Source: an optimization exercise on an open RTL-to-GDS flow (aim: small area). Production flows keep margins and buffers that such runs may drop. Only simulation tests tie the RTL to the original design; equivalence was not proved. Power is estimated from default activity; no workload was simulated.

[flow/constraint.sdc]
create_clock -name core_clock -period 6.5 [get_ports {clk}]
set_input_delay 1.3000 -clock core_clock [delete_from_list [all_inputs] [get_ports {clk}]]
set_output_delay 1.3000 -clock core_clock [all_outputs]
set_load 0.01 [all_outputs]
[flow/design.v]
module fp_regfile_sb #(
  parameter int NUM_REGS = 32,
  parameter int ADDR_W   = 5,
  parameter int DATA_W   = 32,
  parameter int FTZ      = 1
) (
  input  logic                clk,
  input  logic                rst,
  input  logic [ADDR_W-1:0]   rs1_addr,
  input  logic [ADDR_W-1:0]   rs2_addr,
  output logic [DATA_W-1:0]   rs1_data,
  output logic [DATA_W-1:0]   rs2_data,
  input  logic                we,
  input  logic [ADDR_W-1:0]   wr_addr,
  input  logic [DATA_W-1:0]   wr_data,
  input  logic                issue_valid,
  input  logic [ADDR_W-1:0]   issue_rd,
  input  logic                issue_uses_rs2,
  output logic                stall,
  output logic [NUM_REGS-1:0] busy_vec
);
  function automatic logic [DATA_W-1:0] ftz_value(input logic [DATA_W-1:0] v);
    ftz_value = v;
    if ((FTZ != 0) && (v[DATA_W-2 -: 8] == 8'd0))
      ftz_value = {v[DATA_W-1], {(DATA_W-1){1'b0}}};
  endfunction
  logic [DATA_W-1:0]   regs [NUM_REGS];
  logic [DATA_W-1:0]   wr_value;
  logic [NUM_REGS-1:0] wr_onehot;
  logic [NUM_REGS-1:0] eff_busy;
  logic [NUM_REGS-1:0] busy_nxt;
  logic                accept;
  always_comb begin
    wr_value = ftz_value(wr_data);
  end
  always_comb begin
    rs1_data = regs[rs1_addr];
    rs2_data = regs[rs2_addr];
    if (we && (wr_addr == rs1_addr)) rs1_data = wr_value;
    if (we && (wr_addr == rs2_addr)) rs2_data = wr_value;
  end
  always_comb begin
    wr_onehot = '0;
    if (we) wr_onehot[wr_addr] = 1'b1;
    eff_busy = busy_vec & ~wr_onehot;
  end
  always_comb begin
    stall  = issue_valid &&
             (eff_busy[rs1_addr] ||
              (issue_uses_rs2 && eff_busy[rs2_addr]) ||
              eff_busy[issue_rd]);
    accept = issue_valid && !stall;
  end
  always_comb begin
    busy_nxt = busy_vec;
    if (we)     busy_nxt[wr_addr]  = 1'b0;
    if (accept) busy_nxt[issue_rd] = 1'b1;
  end
  always_ff @(posedge clk) begin
    if (rst) begin
      for (int i = 0; i < NUM_REGS; i++) regs[i] <= '0;
    end else if (we) begin
      regs[wr_addr] <= wr_value;
    end
  end
  always_ff @(posedge clk) begin
    if (rst) busy_vec <= '0;
    else     busy_vec <= busy_nxt;
  end
endmodule
[flow/config.mk]
export PLATFORM = sky130hd
export DESIGN_NAME = fp_regfile_sb
export DESIGN_NICKNAME = fp_regfile_sb
export VERILOG_FILES = /design/flow/design.v
export SDC_FILE = /design/flow/constraint.sdc
export NUM_CORES = 4
export LEC_CHECK = 0
export CAP_MARGIN = 20
export CORE_MARGIN = 2
export CORE_UTILIZATION = 40
export SLEW_MARGIN = 20
[flow/run.sh]
#!/bin/bash
# synth_recipe.tcl (not shown) runs the flow's synth.tcl, then flattens the netlist and writes it again
# the make line also repeats each setting of config.mk as NAME=value (left out here)
make -C /OpenROAD-flow-scripts/flow DESIGN_CONFIG=/design/flow/config.mk WORK_HOME=/design/flow/orfs CLKGATE_MAP_FILE= SYNTH_SCRIPT=/design/flow/synth_recipe.tcl finish
==> impl_results.md, run 1 <==
- Vias: 38,900
- I/O pin cnt: ~150
- Peak supply drop: ~0.23 mV
- Syn_nets: 4,014
- Core Region: 0.141 mm2
- Ys async rst share: 0%
- DR pass1 iterations: 6
- Post-synth top flop: edfxtp_1
- Max Cap Viol: 0
- Min-delay worst type: reg2reg
- Vias in the first global route: ~39,000
- Crit path DAT: 4.97 ns
- Clock root buffer: clkbuf_16
- Syn_area_per_cell: 14.4 um2
- Row cnt: 138
- Hold Vio Cnt, Final: 0
- Register area share after synthesis: a little under three fifths
- Max stage delay on crit path: 0.51 ns
- Fraction of layout cells with a size suffix above 1: 27.7%
- RSZ-0062 raised after global routing: no
- Yosys top cell by area: edfxtp_1
- Area Growth Syn to Fin: 14.3%
- Rel. slew slack: 22.6%
- Commonest non-fill, non-tap cell in the layout: edfxtp_1
- CTS Hold Bufs: 0
- DIE WIDTH: 381 um
- Multi-input gate area in the final layout: roughly 0.024 mm2
- Leak: roughly 23 nW
- Pins Over Slew Limit: 0
- Most frequent cells in the layout: 1,024 x edfxtp_1, 785 x nor2_1, 640 x mux4_2
- Synth Warn #: 1
- Cell mode on critical path: clkdlybuf4s50_1
- Status: finished clean
- Period utilization: 96.5%
- CP delay by family, top: compound AO/OA/AOI/OAI gates
- Total Nets Final: slightly above 4,000
- Antenna-violating nets left: 0
- TritonCTS Buffers: 112
- Register Area: around 0.031 mm2
- CTS sink cnt: 1,056
- Worst Path Buf+Inv: 4
- CP endpoint kind: output pin
- CP Launch Type: input pin
- All-Layer GR Usage: 27.8%
- #FFs+latches synth: 1,056
- Initial antenna violation count: 7
- DR iter-0 viols: 5,361
- Final design utilization: 46.0%
- Share of the synthesized area in the top cell type: 54.1%
- TritonCTS clock tree: yes
- Post-Route WL: 204 mm
- Initial Utilization: 40.2%
- Grt ovf: 0
- Die area: 0.145 mm2
- Max Buffers Root-to-Sink: 3
- Htree depth: 3
- Detail Placement HPWL: between 100 and 150 mm
- Cell count after synthesis: 3,948
- Largest net degree at the start of global routing: 66
- First-pass GRT wire length: 287 mm
- WP data required: approximately 5.2 ns
- Drt wl/cell: 34.0 um
- Setup CP Type: in2out
- Setup violations, final: 0
- Fillcell total: 12,500
- Max Clock Skew: 0.0258 ns
- GPL Wtd Cong: 0.962
- Clock latency (worst-skew pair): 0.73 ns
- Min Tclk post-route: about 6.3 ns
- Power Density: about 260 mW/mm2
- Die Height: around 380 um
- Final TNS setup: 0 ns
- Synth area leaders: edfxtp_1 54%, mux4_2 25%, nor2_1 5.2%
- EDFF count, synth: approximately 1,000
- FMAX: 159 MHz
- Clock transition at path regs: roughly 0.06 ns
- CP Max Fanout: 7
- Yosys cell types: between 60 and 70
- Slowest-stage cell, CP: clkdlybuf4s50_1
- Worst Tran Pin Value: 1.16 ns
- Vias per cell: 6.48
- Port bufs: roughly 150
- Cell Area, Synth: 0.0568 mm2
- Cells along the critical path: clkdlybuf4s50_1 -> inv_1 -> ha_1 -> buf_4 -> o41ai_4 -> o22ai_1 -> o41ai_2 -> a21oi_1 -> a2111oi_4 -> nand4_4 -> o31a_1 -> clkdlybuf4s50_1
- DRC: 0
==> worst reg2reg max path, cell delays in order (launching register included) <==
cell and delay (ns):
dfxtp_1 0.59, o21ai_0 0.15, a21oi_1 0.45, o221ai_1 0.20, a211oi_1 0.25, nor4_1 0.10
buf_4 0.17, nand4_4 0.09, buf_4 0.41, o22ai_1 0.33
==> cell usage after synthesis (11+ instances only) <==
master and number:
o21ai_0 39, clkbuf_1 351, xor2_1 11, nor4_1 12, and2_1 41, nand4_1 25, edfxtp_1 1024, and3_1 260
nor3_1 23, dfxtp_1 32, buf_2 20, nand3_1 36, mux4_2 640, o22ai_1 12, nand2_1 172, nor2b_1 55
a31oi_1 15, buf_1 70, nand2b_1 14, a211oi_1 57, a21oi_1 73, inv_1 17, nor2_1 791, mux2i_1 22
==> where the power goes <==
group	leakage, nW	total [W]	internal [W]	switching, W
sequential	10.0	0.00799	0.00782	0.000172
combinational	10.8	0.00246	0.00107	0.00139
clock	1.73	0.00635	0.00352	0.00284
total	22.5	0.0168	0.0124	0.00440
==> cell type report <==
type / count / share of cell area [%]
Sequential cell: 1056 / 48.3
Multi-Input combinational cell: 2431 / 36.7
Timing Repair Buffer: 397 / 5.78
Clock buffer: 139 / 4.50
Tap cell: 1890 / 3.64
Clock inverter: 70 / 0.977
Inverter: 17 / 0.0983
Antenna cell: 3 / 0.0116
==> path summary, 6_finish.rpt <==
| kind | endpoint | start | cells after the start | slack [ns] |
|---|---|---|---|---|
| worst max-delay path | stall | wr_addr[0] | 12 | 0.23 |
| worst min-delay path | busy_vec[29] | busy_vec[29] | 2 | 0.58 |
| worst max register to register | busy_vec[22] | busy_vec[21] | 9 | 3.56 |
| worst min register to register | busy_vec[29] | busy_vec[29] | 2 | 0.58 |
==> registers in the layout, indices dropped and copies added (netlist names) <==
| name | flops |
|---|---|
| busy_vec | 32 |
| regs | 1024 |
==> metal layers <==
layer / GRT usage (%) / vias up / part of all wire, %
met5: 0 / - / 0.018
met4: 11.6 / 6 / 4.7
met3: 7.17 / 484 / 12
met2: 43.2 / 2732 / 46
met1: 37.1 / 20100 / 37
li1: - / 15600 / -
==> metrics by stage <==
step	hold slack (ns)	setup WS [ns]	total power, W	instance area (um2)	std cells
3_5_place_dp	0.565	0.235	0.0105	61400	5791
6_report	0.585	0.225	0.0168	64900	6003
3_3_place_gp	0.583	0.195	0.0105	61400	5791
2_1_floorplan	0.519	1.19	0.00948	56800	3948
5_1_grt	0.595	0.0127	0.0172	64900	6000
4_1_cts	0.576	0.212	0.0168	64900	6000
==> what timing repair did <==
action,4_1_cts,5_1_grt
endpoints found under the setup margin,0,1
endpoints found under the hold margin,0,0
gates resized for setup,0,4
buffers inserted,0,0
==> cell families (layout without fill, tap and decap cells) <==
kind of cell               count (synthesis)  in the layout  synth area share [%]
muxes                                    664            664                  25.8
xor gates and xnor gates                  16             16                 0.247
buffers and inverters                    461            623                  3.13
other                                      0              3                     0
DFF                                     1056           1056                  55.3
and+or+nand+nor                         1459           1459                  11.9
AOI/OAI and AO/OA                        283            283                  3.53
adders and majority gates                  9              9                 0.198
==> run 2: changes to the inputs <==
==> flow/design.v (replaced) <==
module fp_regfile_sb #(
  parameter int NUM_REGS = 32,
  parameter int ADDR_W   = 5,
  parameter int DATA_W   = 32,
  parameter int FTZ      = 1
) (
  input  logic                clk,
  input  logic                rst,
  input  logic [ADDR_W-1:0]   rs1_addr,
  input  logic [ADDR_W-1:0]   rs2_addr,
  output logic [DATA_W-1:0]   rs1_data,
  output logic [DATA_W-1:0]   rs2_data,
  input  logic                we,
  input  logic [ADDR_W-1:0]   wr_addr,
  input  logic [DATA_W-1:0]   wr_data,
  input  logic                issue_valid,
  input  logic [ADDR_W-1:0]   issue_rd,
  input  logic                issue_uses_rs2,
  output logic                stall,
  output logic [NUM_REGS-1:0] busy_vec
);
  logic [DATA_W-1:0]   regs [NUM_REGS];
  logic [DATA_W-1:0]   wr_value;
  logic                exp_zero;
  logic                byp1, byp2;
  logic [NUM_REGS-1:0] wr_sel, rd_dec, sel1, sel2;
  logic                hz1, hz2, hzd;
  logic                accept;
  always_comb begin
    exp_zero = (FTZ != 0) && (wr_data[DATA_W-2 -: 8] == 8'd0);
    wr_value = wr_data;
    if (exp_zero) wr_value[DATA_W-10:0] = '0;
  end
  assign byp1 = we && (wr_addr == rs1_addr);
  assign byp2 = we && (wr_addr == rs2_addr);
  always_comb begin
    for (int i = 0; i < NUM_REGS; i++) begin
      wr_sel[i] = we && (wr_addr == i[ADDR_W-1:0]);
      rd_dec[i] = (issue_rd == i[ADDR_W-1:0]);
      sel1[i]   = !byp1 && (rs1_addr == i[ADDR_W-1:0]);
      sel2[i]   = !byp2 && (rs2_addr == i[ADDR_W-1:0]);
    end
  end
  always_comb begin
    rs1_data = {DATA_W{byp1}} & wr_value;
    rs2_data = {DATA_W{byp2}} & wr_value;
    for (int i = 0; i < NUM_REGS; i++) begin
      rs1_data = rs1_data | ({DATA_W{sel1[i]}} & regs[i]);
      rs2_data = rs2_data | ({DATA_W{sel2[i]}} & regs[i]);
    end
  end
  always_comb begin
    hz1 = |(sel1 & busy_vec);
    hz2 = |(sel2 & busy_vec);
    hzd = |(rd_dec & busy_vec & ~wr_sel);
    stall  = issue_valid && (hz1 || (issue_uses_rs2 && hz2) || hzd);
    accept = issue_valid && !stall;
  end
  logic [DATA_W-1:0]   wr_din;
  logic [NUM_REGS-1:0] row_en;
  assign wr_din = wr_value & {DATA_W{!rst}};
  assign row_en = wr_sel | {NUM_REGS{rst}};
  always_ff @(posedge clk) begin
    for (int i = 0; i < NUM_REGS; i++) begin
      if (row_en[i]) regs[i] <= wr_din;
    end
  end
  always_ff @(posedge clk) begin
    if (rst) busy_vec <= '0;
    else     busy_vec <= (busy_vec & ~wr_sel) | ({NUM_REGS{accept}} & rd_dec);
  end
endmodule
==> impl_results.md, run 2 <==
- TritonCTS Buffers: 106 (was 112)
- Grt ovf: 0 (unchanged)
- Setup CP Type: in2out (unchanged)
- Clock root buffer: clkbuf_16 (unchanged)
- Rel. slew slack: 12.6% (was 22.6%)
- Row cnt: 124 (was 138)
- Total Nets Final: 3,569 (was 4,081)
- Largest reg by FF count: regs (unchanged)
- Synth Warn #: 2 (was 1)
- Grt met1 use: 52.2% (was 37.1%)
- Crit path DAT: 5.26 ns (was 4.97 ns)
- Antenna-violating nets left: 0 (unchanged)
- Max Buffers Root-to-Sink: 3 (unchanged)
- Cell count after synthesis: 3,262 (was 3,948)
- Max Cap Viol: 0 (unchanged)
- Worst setup path startpoint: wr_data[30] (was wr_addr[0])
- GRT Max-Usage Layer: met2 (unchanged)
- Clock transition at path regs: 0.07 ns (was 0.06 ns)
- Post-synth top flop: edfxtp_1 (unchanged)
- Design area: 0.0554 mm2 (was 0.0649 mm2)
- DR pass1 iterations: 12 (was 6)
- DR iter-0 viols: 10,900 (was 5,361)
- Leak: 17.8 nW (was 22.5 nW)
- Fraction of layout cells with a size suffix above 1: 15.1% (was 27.7%)
- EDFF count, synth: 1,024 (unchanged)
- Yosys top cell by area: edfxtp_1 (unchanged)
- Commonest non-fill, non-tap cell in the layout: edfxtp_1 (unchanged)
- Blocking Checks: negative setup slack
- Initial antenna violation count: 9 (was 7)
- Most frequent cells in the layout: 1,024 x edfxtp_1, 784 x a22oi_1, 202 x buf_4 (was 1,024 x edfxtp_1, 785 x nor2_1, 640 x mux4_2)
- Hold_sp: busy_vec[21] (was busy_vec[29])
- Setup violations, final: 2 (was 0)
- Max FFs per register: 1,024 (unchanged)
- Cells along the critical path: clkdlybuf4s50_1 -> or4_1 -> nor2_1 -> nor3_2 -> buf_4 -> a22oi_1 -> and3_1 -> and4_1 -> nand3_1 -> clkdlybuf4s50_1 (was clkdlybuf4s50_1 -> inv_1 -> ha_1 -> buf_4 -> o41ai_4 -> o22ai_1 -> o41ai_2 -> a21oi_1 -> a2111oi_4 -> nand4_4 -> o31a_1 -> clkdlybuf4s50_1)
- Ys async rst share: 0% (unchanged)
- Pwr Total: 0.0163 W (was 0.0168 W)
- DRC: 0 (unchanged)
- Min Tclk post-route: 6.56 ns (was 6.27 ns)
- #FFs+latches synth: 1,056 (unchanged)
- Hold Vio Cnt, Final: 0 (unchanged)
- CP Launch Type: input pin (unchanged)
- Largest net degree at the start of global routing: 39 (was 66)
- Placed cell areas: 0.0519 mm2 (was 0.0614 mm2)
- Syn_nets: 3,319 (was 4,014)
- Status: failed layout checks (was finished clean)
- Cell Area, Synth: 0.0462 mm2 (was 0.0568 mm2)
- Met2 usage in global routing: 54.9% (was 43.2%)
- Share of the synthesized area in the top cell type: 66.6% (was 54.1%)
- RSZ-0062 raised after global routing: no (unchanged)
- Worst R2R Start: busy_vec[13] (was busy_vec[21])
- Final worst-path setup slack: -0.0608 ns (was 0.225 ns)
- Post-Route WL: 244 mm (was 204 mm)
- Min-delay worst type: reg2reg (unchanged)
- Die Height: 344 um (was 381 um)
- Final TNS setup: -0.0827 ns (was 0 ns)
- CP Max Fanout: 10 (was 7)
- Max stage delay on crit path: 0.87 ns (was 0.51 ns)
- Top Registers: regs (1024), busy_vec (32) (unchanged)
- Htree depth: 3 (unchanged)
- Cell mode on critical path: clkdlybuf4s50_1 (unchanged)
- All-Layer GR Usage: 40.1% (was 27.8%)
- Core Region: 0.114 mm2 (was 0.141 mm2)
- Pins Over Slew Limit: 0 (unchanged)
- Power Density: 294 mW/mm2 (was 259 mW/mm2)
- Vias per cell: 7.99 (was 6.48)
- Period utilization: 101% (was 96.5%)
- Syn_area_per_cell: 14.2 um2 (was 14.4 um2)
- FMAX: 152 MHz (was 159 MHz)
- Synth top cells by count: 1,024 x edfxtp_1, 784 x a22oi_1, 230 x clkbuf_1, 182 x nand4_1, 106 x nand2_1 (was 1,024 x edfxtp_1, 791 x nor2_1, 640 x mux4_2, 351 x clkbuf_1, 260 x and3_1)
- Max Clock Skew: 0.00626 ns (was 0.0258 ns)
- Register area share after synthesis: 68.0% (was 55.3%)
- Vias: 40,900 (was 38,900)
- CTS sink cnt: 1,056 (unchanged)
- Peak supply drop: 0.200 mV (was 0.227 mV)
- GPL Wtd Cong: 0.975 (was 0.962)
- Top-count cell post-synth: edfxtp_1 (unchanged)
- DIE WIDTH: 344 um (was 381 um)
- Drt wl/cell: 47.8 um (was 34.0 um)
- I/O pin cnt: 154 (unchanged)
- CP endpoint kind: output pin (unchanged)
- TritonCTS clock tree: yes (unchanged)
- WP data required: 5.20 ns (about the same)
- Initial Utilization: 40.4% (was 40.2%)
- Slowest-stage cell, CP: nor3_2 (was clkdlybuf4s50_1)
- CTS Hold Bufs: 0 (unchanged)
- GR met3 Demand/Resource: 16.8% (was 7.17%)
- Clock latency (worst-skew pair): 0.70 ns (was 0.73 ns)
- Worst Tran Pin Value: 1.30 ns (was 1.16 ns)
- Area Growth Syn to Fin: 20.0% (was 14.3%)
- Vias in the first global route: 37,200 (was 38,500)
- First-pass GRT wire length: 321 mm (was 287 mm)
- Detail Placement HPWL: 133 mm (was 124 mm)
- Yosys cell types: 68 (was 69)
- Port bufs: 153 (unchanged)
- Die area: 0.118 mm2 (was 0.145 mm2)
- Synth area leaders: edfxtp_1 67%, a22oi_1 13%, nand4_1 2.5% (was edfxtp_1 54%, mux4_2 25%, nor2_1 5.2%)
==> run 2: path summary, 6_finish.rpt <==
kind                                     end  slack (ns)  cells after the start
worst max-delay path            rs1_data[11]       -0.06                     10
worst min-delay path            busy_vec[21]        0.56                      2
worst max register to register  busy_vec[22]        3.85                      8
worst min register to register  busy_vec[21]        0.56                      2
==> run 2: report_power, final <==
group / internal, W / switching, W
registers: 0.00812 / 0.000374
clock network: 0.00341 / 0.00276
logic: 0.000477 / 0.00114
==> run 2: kinds of logic after synthesis <==
family                 after synthesis  share of synthesized area, %
AO/OA/AOI/OAI                     1207                          20.4
flip-flops                        1056                          68.0
AND/OR/NAND/NOR                    662                          8.39
buffers and inverters              309                          2.60
multiplexers                        18                         0.396
XOR/XNOR                            10                         0.190
==> run 2: metal layers <==
layer | up-vias | routed length (um)
li1 | 14500 | -
met1 | 19900 | 82800
met2 | 5084 | 96000
met3 | 1371 | 44800
met4 | 10 | 20500
met5 | - | 58
==> run 2: cell type report <==
class | instances | area, um2
Fill cell | 9773 | 59000
Tap cell | 1512 | 1890
Multi-Input combinational cell | 1897 | 14400
Clock inverter | 67 | 643
Sequential cell | 1056 | 31400
Clock buffer | 127 | 2770
Timing Repair Buffer | 410 | 4140
Inverter | 41 | 154
Antenna cell | 2 | 5.00
==> run 2: critical path: cells and delay by family <==
| family | cells | cell delay [ns] |
|---|---|---|
| buffers and inverters | 3 | 1.75 |
| AOI/OAI and AO/OA | 1 | 0.11 |
| and+or+nand+nor | 6 | 2.07 |
==> run 2: through the flow <==
stage / std cells / hold slack [ns] / utilization [%] / setup slack (ns)
after floorplan: 3262 / 0.507 / - / 1.48
after global placement: 4914 / 0.545 / 45.4 / 0.00289
after detailed placement: 4915 / 0.543 / 45.4 / 0.208
after CTS: 5109 / 0.553 / 48.4 / 0.196
after global routing: 5110 / 0.574 / 48.4 / 0.0579
final: 5112 / 0.564 / 48.4 / -0.0608
==> run 2: timing repair <==
item,in CTS,in global routing
buffers inserted,0,1
hold endpoints to repair,0,0
gates resized for setup,0,0
setup endpoints to repair,0,1

-- static timing again, ports no longer ideal --
In the flow no input, the clock included, has a driving cell. The finished layouts below were timed again as built, in two steps.
Step 1 (the two cells are an assumption about what drives the block):
set clk [get_ports {clk}]
set_driving_cell -lib_cell sky130_fd_sc_hd__clkbuf_16 $clk
set_driving_cell -lib_cell sky130_fd_sc_hd__buf_2 [delete_from_list [all_inputs] $clk]
Step 2 moves the port delays by t, midway between the first and last clock arrival at a register: inputs arrive t later, outputs are due t later. That takes back most of the time a late clock gives input paths.
a / b / c = ideal ports / drivers / drivers and shift; a / b = the first two.
run	t (ns)	setup slack, ns	worst setup path at the end	clock arrival spread, ns
run 1	0.800	0.225 / 0.194 / 0.194	input to output	0.048 / 0.048
run 2	0.788	-0.061 / -0.089 / -0.089	input to output	0.033 / 0.033
The setup slack of run 1, which loses most, moves by -0.031 ns with the drivers and by -0.031 ns with both steps.
